From an optimization exercise on the open Yosys and OpenROAD flow, aimed at small area, a short achievable clock period and few clock cycles; shortcuts taken in it are not production practice.
Where RTL was checked, it was by simulation tests only, not by an equivalence proof against the original.
No activity file was given, so power comes from the tool's default toggle rates.

Design ps2_keyboard_to_hid_report, start of the top module:
module ps2_keyboard_to_hid_report #(
   parameter int KEY_MAP_BITS = ps2kb_pkg::KEY_MAP_BITS_DEF,
   parameter int REPORT_SLOTS = ps2kb_pkg::REPORT_SLOTS_DEF
) (
   input  wire logic                          clock,
   input  wire logic                          reset,
   input  wire logic                          req_tvalid,
   output logic                               req_tready,
   input  wire logic                          req_tuser,   
   input  wire logic [7:0]                    req_tdata,   
   output logic                               rsp_tvalid,
   input  wire logic                          rsp_tready,
   output logic [ps2kb_pkg::RSP_DATA_W-1:0]   rsp_tdata,
   input  wire logic                          csr_valid,
   output logic                               csr_ready,
   input  wire logic [9:0]                    csr_data     
);
export LEC_CHECK = 0
export ABC_CLOCK_PERIOD_IN_PS = 2500
export CAP_MARGIN = 20
export CORE_MARGIN = 2
export CORE_UTILIZATION = 40
export PLACE_DENSITY = 0.6
export SETUP_SLACK_MARGIN = 5.0
export SLEW_MARGIN = 20
create_clock -name core_clock -period 8.0 [get_ports {clock}]
run.sh (not shown) runs the stock make flow with config.mk's settings and CLKGATE_MAP_FILE= SYNTH_SCRIPT=/design/flow/synth_recipe.tcl, a recipe that flattens the netlist after the stock synthesis.
The first run went through all stages and came out clean.
Next try:
--- a/flow/design.v
+++ b/flow/design.v
@@ -502,40 +502,38 @@
       if (KEYS[i]) begin : g_bit
          always_ff @(posedge clock) begin
             if (map_row[i / 16] && map_col[i % 16]) begin
                map_ff[i] <= map_v;
             end
          end
       end else begin : g_none
          assign map_ff[i] = 1'b0;
       end
    end
-   logic [NS-1:0] s_k, s_lo, s_hi, s_en;
-   logic [NS-1:0][6:0] s_d;
-   logic          s_clr;
-   assign s_clr = reset || do_scan;
-   always_comb begin
-      for (int s = 0; s < NS; s++) begin
-         s_k[s]  = !reset && do_ins && !lt[s] && (s == 0 || lt[s == 0 ? 0 : s-1]);
-         s_lo[s] = !reset && do_ins && !lt[s] && s != 0 && !lt[s == 0 ? 0 : s-1];
-         s_hi[s] = !reset && do_del && !lt[s];
-         s_en[s] = s_clr || do_roll || ((do_ins || do_del) && !lt[s]);
-         s_d[s]  = ({7{s_k[s]}} & k)
-                 | ({7{s_lo[s]}} & (s == 0 ? 7'd0 : slot_ff[s == 0 ? 0 : s-1]))
-                 | ({7{s_hi[s]}} & (s == NS - 1 ? 7'd0 : slot_ff[s == NS - 1 ? 0 : s+1]))
-                 | {6'd0, do_roll && !reset};
-      end
-   end
    for (genvar s = 0; s < NS; s++) begin : g_slot
       always_ff @(posedge clock) begin
-         if (s_en[s]) begin
-            slot_ff[s] <= s_d[s];
+         if (reset || do_scan) begin
+            slot_ff[s] <= 7'd0;
+         end else if (do_roll) begin
+            slot_ff[s] <= 7'd1;
+         end else if (do_ins && !lt[s]) begin
+            if (s == 0) begin
+               slot_ff[s] <= k;
+            end else begin
+               slot_ff[s] <= lt[s-1] ? k : slot_ff[s-1];
+            end
+         end else if (do_del && !lt[s]) begin
+            if (s == NS - 1) begin
+               slot_ff[s] <= 7'd0;
+            end else begin
+               slot_ff[s] <= slot_ff[s+1];
+            end
          end
       end
    end
    always_ff @(posedge clock) begin
       if (reset) begin
          mods_ff      <= 8'd0;
          over_ff      <= 1'b0;
          cnt_ff       <= 7'd0;
          idle_ff      <= 10'd0;
          rem_ff       <= 10'd0;
Effect: Clock skew came out lower by 0.0050 ns; die area came out higher by 1.8%; fmax came out lower by about 1.7%; routed wire length came out higher by 4.7%; total power came out lower by 0.95%; flip-flop and latch count does not change; final area came out higher by about 1.2%; synthesized area came out higher by 1.8%; final cell count came out higher by about 6%.
Testbench counts after the change, summed over its fixed seeds: cycles 7,029.
For the first run of this note, only the layout was checked, not whether the RTL still works.

========
the reference run:
Another version of the RTL of ps2_keyboard_to_hid_report (not shown whole).
For scale: ~1300 cells after synthesis, about 220 flip-flops, ~91 I/O pins, roughly 0.013 mm² of cells after synthesis.
clock: 8.0 ns
lec_check: 0
cap_margin: 20
core_margin: 2
core_utilization: 40
cts_buf_list: sky130_fd_sc_hd__clkbuf_4 sky130_fd_sc_hd__clkbuf_8
cts_cluster_diameter: 50
cts_cluster_size: 20
place_density: 0.6
setup_slack_margin: 5.0
slew_margin: 20
buffer_ports_args: -buffer_cell sky130_fd_sc_hd__buf_2
standard.sh (not shown) runs the stock make flow with config.mk's settings and CLKGATE_MAP_FILE= SYNTH_SCRIPT=/design/flow/synth_recipe.tcl, a recipe that flattens the netlist after the stock synthesis.
==> flow/flow/run.sh <==
#!/bin/bash
# The standard layout (the standard.sh, all steps), with one change to how it is made:
# the buffers that placement puts on every input and output port are buf_2 cells instead of
# the cell buffer_ports picks by default (a slow clkdlybuf4s50_1).
set -euo pipefail
printf '\nexport BUFFER_PORTS_ARGS = -buffer_cell sky130_fd_sc_hd__buf_2\n' >> config.mk
bash standard.sh > standard.log 2>&1
For the trial run, these inputs were changed with respect to the reference run:
diff --git a/flow/design.v b/flow/design.v
--- a/flow/design.v
+++ b/flow/design.v
@@ -944,20 +944,21 @@
    input  wire logic [7:0]                    req_tdata,   
    output logic                               rsp_tvalid,
    input  wire logic                          rsp_tready,
    output logic [ps2kb_pkg::RSP_DATA_W-1:0]   rsp_tdata,
    input  wire logic                          csr_valid,
    output logic                               csr_ready,
    input  wire logic [9:0]                    csr_data     
 );
    localparam int NS = 6;   
    localparam logic [127:0] KEYS = 128'h0000003ffffffffffffbfffffffffff2;
+   localparam logic [6:0]   KEY_TOP = 7'd101;   
    assign csr_ready = 1'b1;
    logic busy_ff;                       
    logic e_go;                          
    logic p_scan;                        
    logic       a_valid_ff, s_valid_ff, rdy_ff;
    logic [8:0] a_item_ff, s_item_ff;    
    logic       a_take;                  
    logic       acc;
    assign req_tready = rdy_ff;
    assign acc        = req_tvalid && rdy_ff;
@@ -1035,34 +1036,34 @@
       end
    end
    always_ff @(posedge clock) begin
       if (b_load) begin
          b_tick_ff <= a_item_ff[8];
          b_brk_ff  <= rel_ff;
          b_key_ff  <= d_key;
       end
    end
    logic [127:0] map_ff;
-   logic [9:0]   ticks_ff;              
+   logic [9:0]   rem_ff;                
    logic         m_valid_ff, m_tick_ff, m_brk_ff, m_member_ff;
    logic [6:0]   m_key_ff;
    logic [6:0]   km;                    
    logic         e_wr;                  
    logic         m_member;
    assign m_load   = !busy_ff && (!m_valid_ff || (e_go && !p_scan));
-   assign km       = busy_ff ? ~ticks_ff[6:0] : b_key_ff;
+   assign km       = busy_ff ? rem_ff[6:0] : b_key_ff;
    assign m_member = (e_wr && m_key_ff == km) ? !m_brk_ff : map_ff[km];
    always_ff @(posedge clock) begin
       if (reset) begin
          m_valid_ff <= 1'b0;
       end else if (busy_ff) begin
-         m_valid_ff <= !scan_end;
+         m_valid_ff <= rem_ff[6:0] != 7'd0 && !scan_end;
       end else if (m_load) begin
          m_valid_ff <= b_valid_ff;
       end else if (e_go) begin
          m_valid_ff <= 1'b0;
       end
    end
    always_ff @(posedge clock) begin
       if (busy_ff || m_load) begin
          m_tick_ff   <= !busy_ff && b_tick_ff;
          m_brk_ff    <= b_brk_ff;
@@ -1109,21 +1110,21 @@
       end
    end
    always_comb begin
       p_ins  = 1'b0;
       p_del  = 1'b0;
       p_roll = 1'b0;
       p_scan = 1'b0;
       p_rep  = 1'b0;
       if (!busy_ff) begin
          if (m_tick_ff) begin
-            p_rep = idle_ff != 10'd0 && ticks_ff + 10'd1 == idle_ff;
+            p_rep = idle_ff != 10'd0 && rem_ff == 10'd1;
          end else begin
             if (is_key && chg) begin
                if (!m_brk_ff) begin
                   p_roll = !over_ff && cnt_ff == CNT_6;
                   p_ins  = !over_ff && cnt_ff != CNT_6;
                end else begin
                   p_scan = over_ff && cnt_ff == CNT_7;
                   p_del  = !over_ff;
                end
             end
@@ -1169,21 +1170,21 @@
             slot_ff[s] <= d;
          end
       end
    end
    always_ff @(posedge clock) begin
       if (reset) begin
          mods_ff      <= 8'd0;
          over_ff      <= 1'b0;
          cnt_ff       <= CNT_0;
          idle_ff      <= 10'd0;
-         ticks_ff     <= 10'd0;
+         rem_ff       <= 10'd0;
          busy_ff      <= 1'b0;
          rsp_valid_ff <= 1'b0;
       end else begin
          if (csr_valid) begin
             idle_ff <= csr_data;
          end
          if (do_rep) begin
             rsp_valid_ff <= 1'b1;
          end else if (rsp_tready) begin
             rsp_valid_ff <= 1'b0;
@@ -1198,21 +1199,23 @@
          if (do_roll) begin
             over_ff <= 1'b1;
          end
          if (do_scan) begin
             over_ff <= 1'b0;
             busy_ff <= 1'b1;
          end
          if (scan_end) begin
             busy_ff <= 1'b0;
          end
-         if (do_scan) begin
-            ticks_ff <= 10'(7'd127 - 7'd101);    
+         if (csr_valid) begin
+            rem_ff <= csr_data;
+         end else if (do_scan) begin
+            rem_ff <= {3'b000, KEY_TOP};
          end else if (do_rep) begin
-            ticks_ff <= 10'd0;
+            rem_ff <= idle_ff;
          end else if (busy_ff || (e_go && m_tick_ff)) begin
-            ticks_ff <= ticks_ff + 10'd1;
+            rem_ff <= rem_ff - 10'd1;
          end
       end
    end
 endmodule
 `default_nettype wire
## What came out
In summary, the trial run completed successfully, with a layout that passed the timing, DRC and antenna checks.
Diff the reference run -> the trial run: final-layout clock-cell area share level, multi-input gate share of the layout cell area moved up, wire length reported by the detailed router moved down, fraction of layout instances using a drive strength above 1 moved up, via count normalized by instance count moved down.
Diff the reference run -> the trial run: cell count has remained practically unchanged, number of search-and-repair iterations in the first detailed-routing pass has decreased, share of power burned in registers has decreased.
Relative to the reference run, the trial run degrades power.
The trial run vs the reference run, layout overhead on the synthesized area went down by 1.4 points.
Setup WNS the reference run -> the trial run: better
Count of plain and timing-repair buffers in the layout of the trial run falls short of that of the reference run by more than 10%.
Going from the reference run to the trial run, the area after synthesis was found to have gone up by about 1.5%.
Compared with the reference run, the trial run shows a higher net switching fraction of the power.
Testbench counts of the trial run, summed over its fixed seeds: cycles 6,924.
Only the layout flow was run in the reference run; the RTL was not checked for function there.

## re-timing with driven ports
In the flow no input, the clock included, has a driving cell. The finished layouts below were timed again as built, in two steps. Step 1, drivers: a clkbuf_16 drives clock and a buf_2 each remaining input, both assumed. Step 2 times the ports against the registers' clock, not the clock port: input delays grow and output delays shrink by t, the midpoint of the rising clock arrivals with the driver on. Slacks: ideal ports / drivers / drivers and shift; pairs: ideal ports / drivers.
run	t, ns	setup WS [ns]	worst setup path after step 2	clock arrival spread, ns	worst slew at a driven data input, ns
the first run of note 1	0.580	5.072 / 5.048 / 4.523	input to register	0.037 / 0.037	0.05
the second run of note 1	0.583	5.021 / 5.021 / 4.524	input to register	0.027 / 0.028	0.04
the reference run	0.634	5.047 / 5.000 / 4.487	input to register	0.036 / 0.036	0.06
the trial run	0.634	5.059 / 5.019 / 4.625	input to register	0.051 / 0.052	0.04
After both steps every run listed still meets setup and hold. The setup slack of the reference run, which loses most, moves by -0.047 ns with the drivers and by -0.560 ns with both steps.
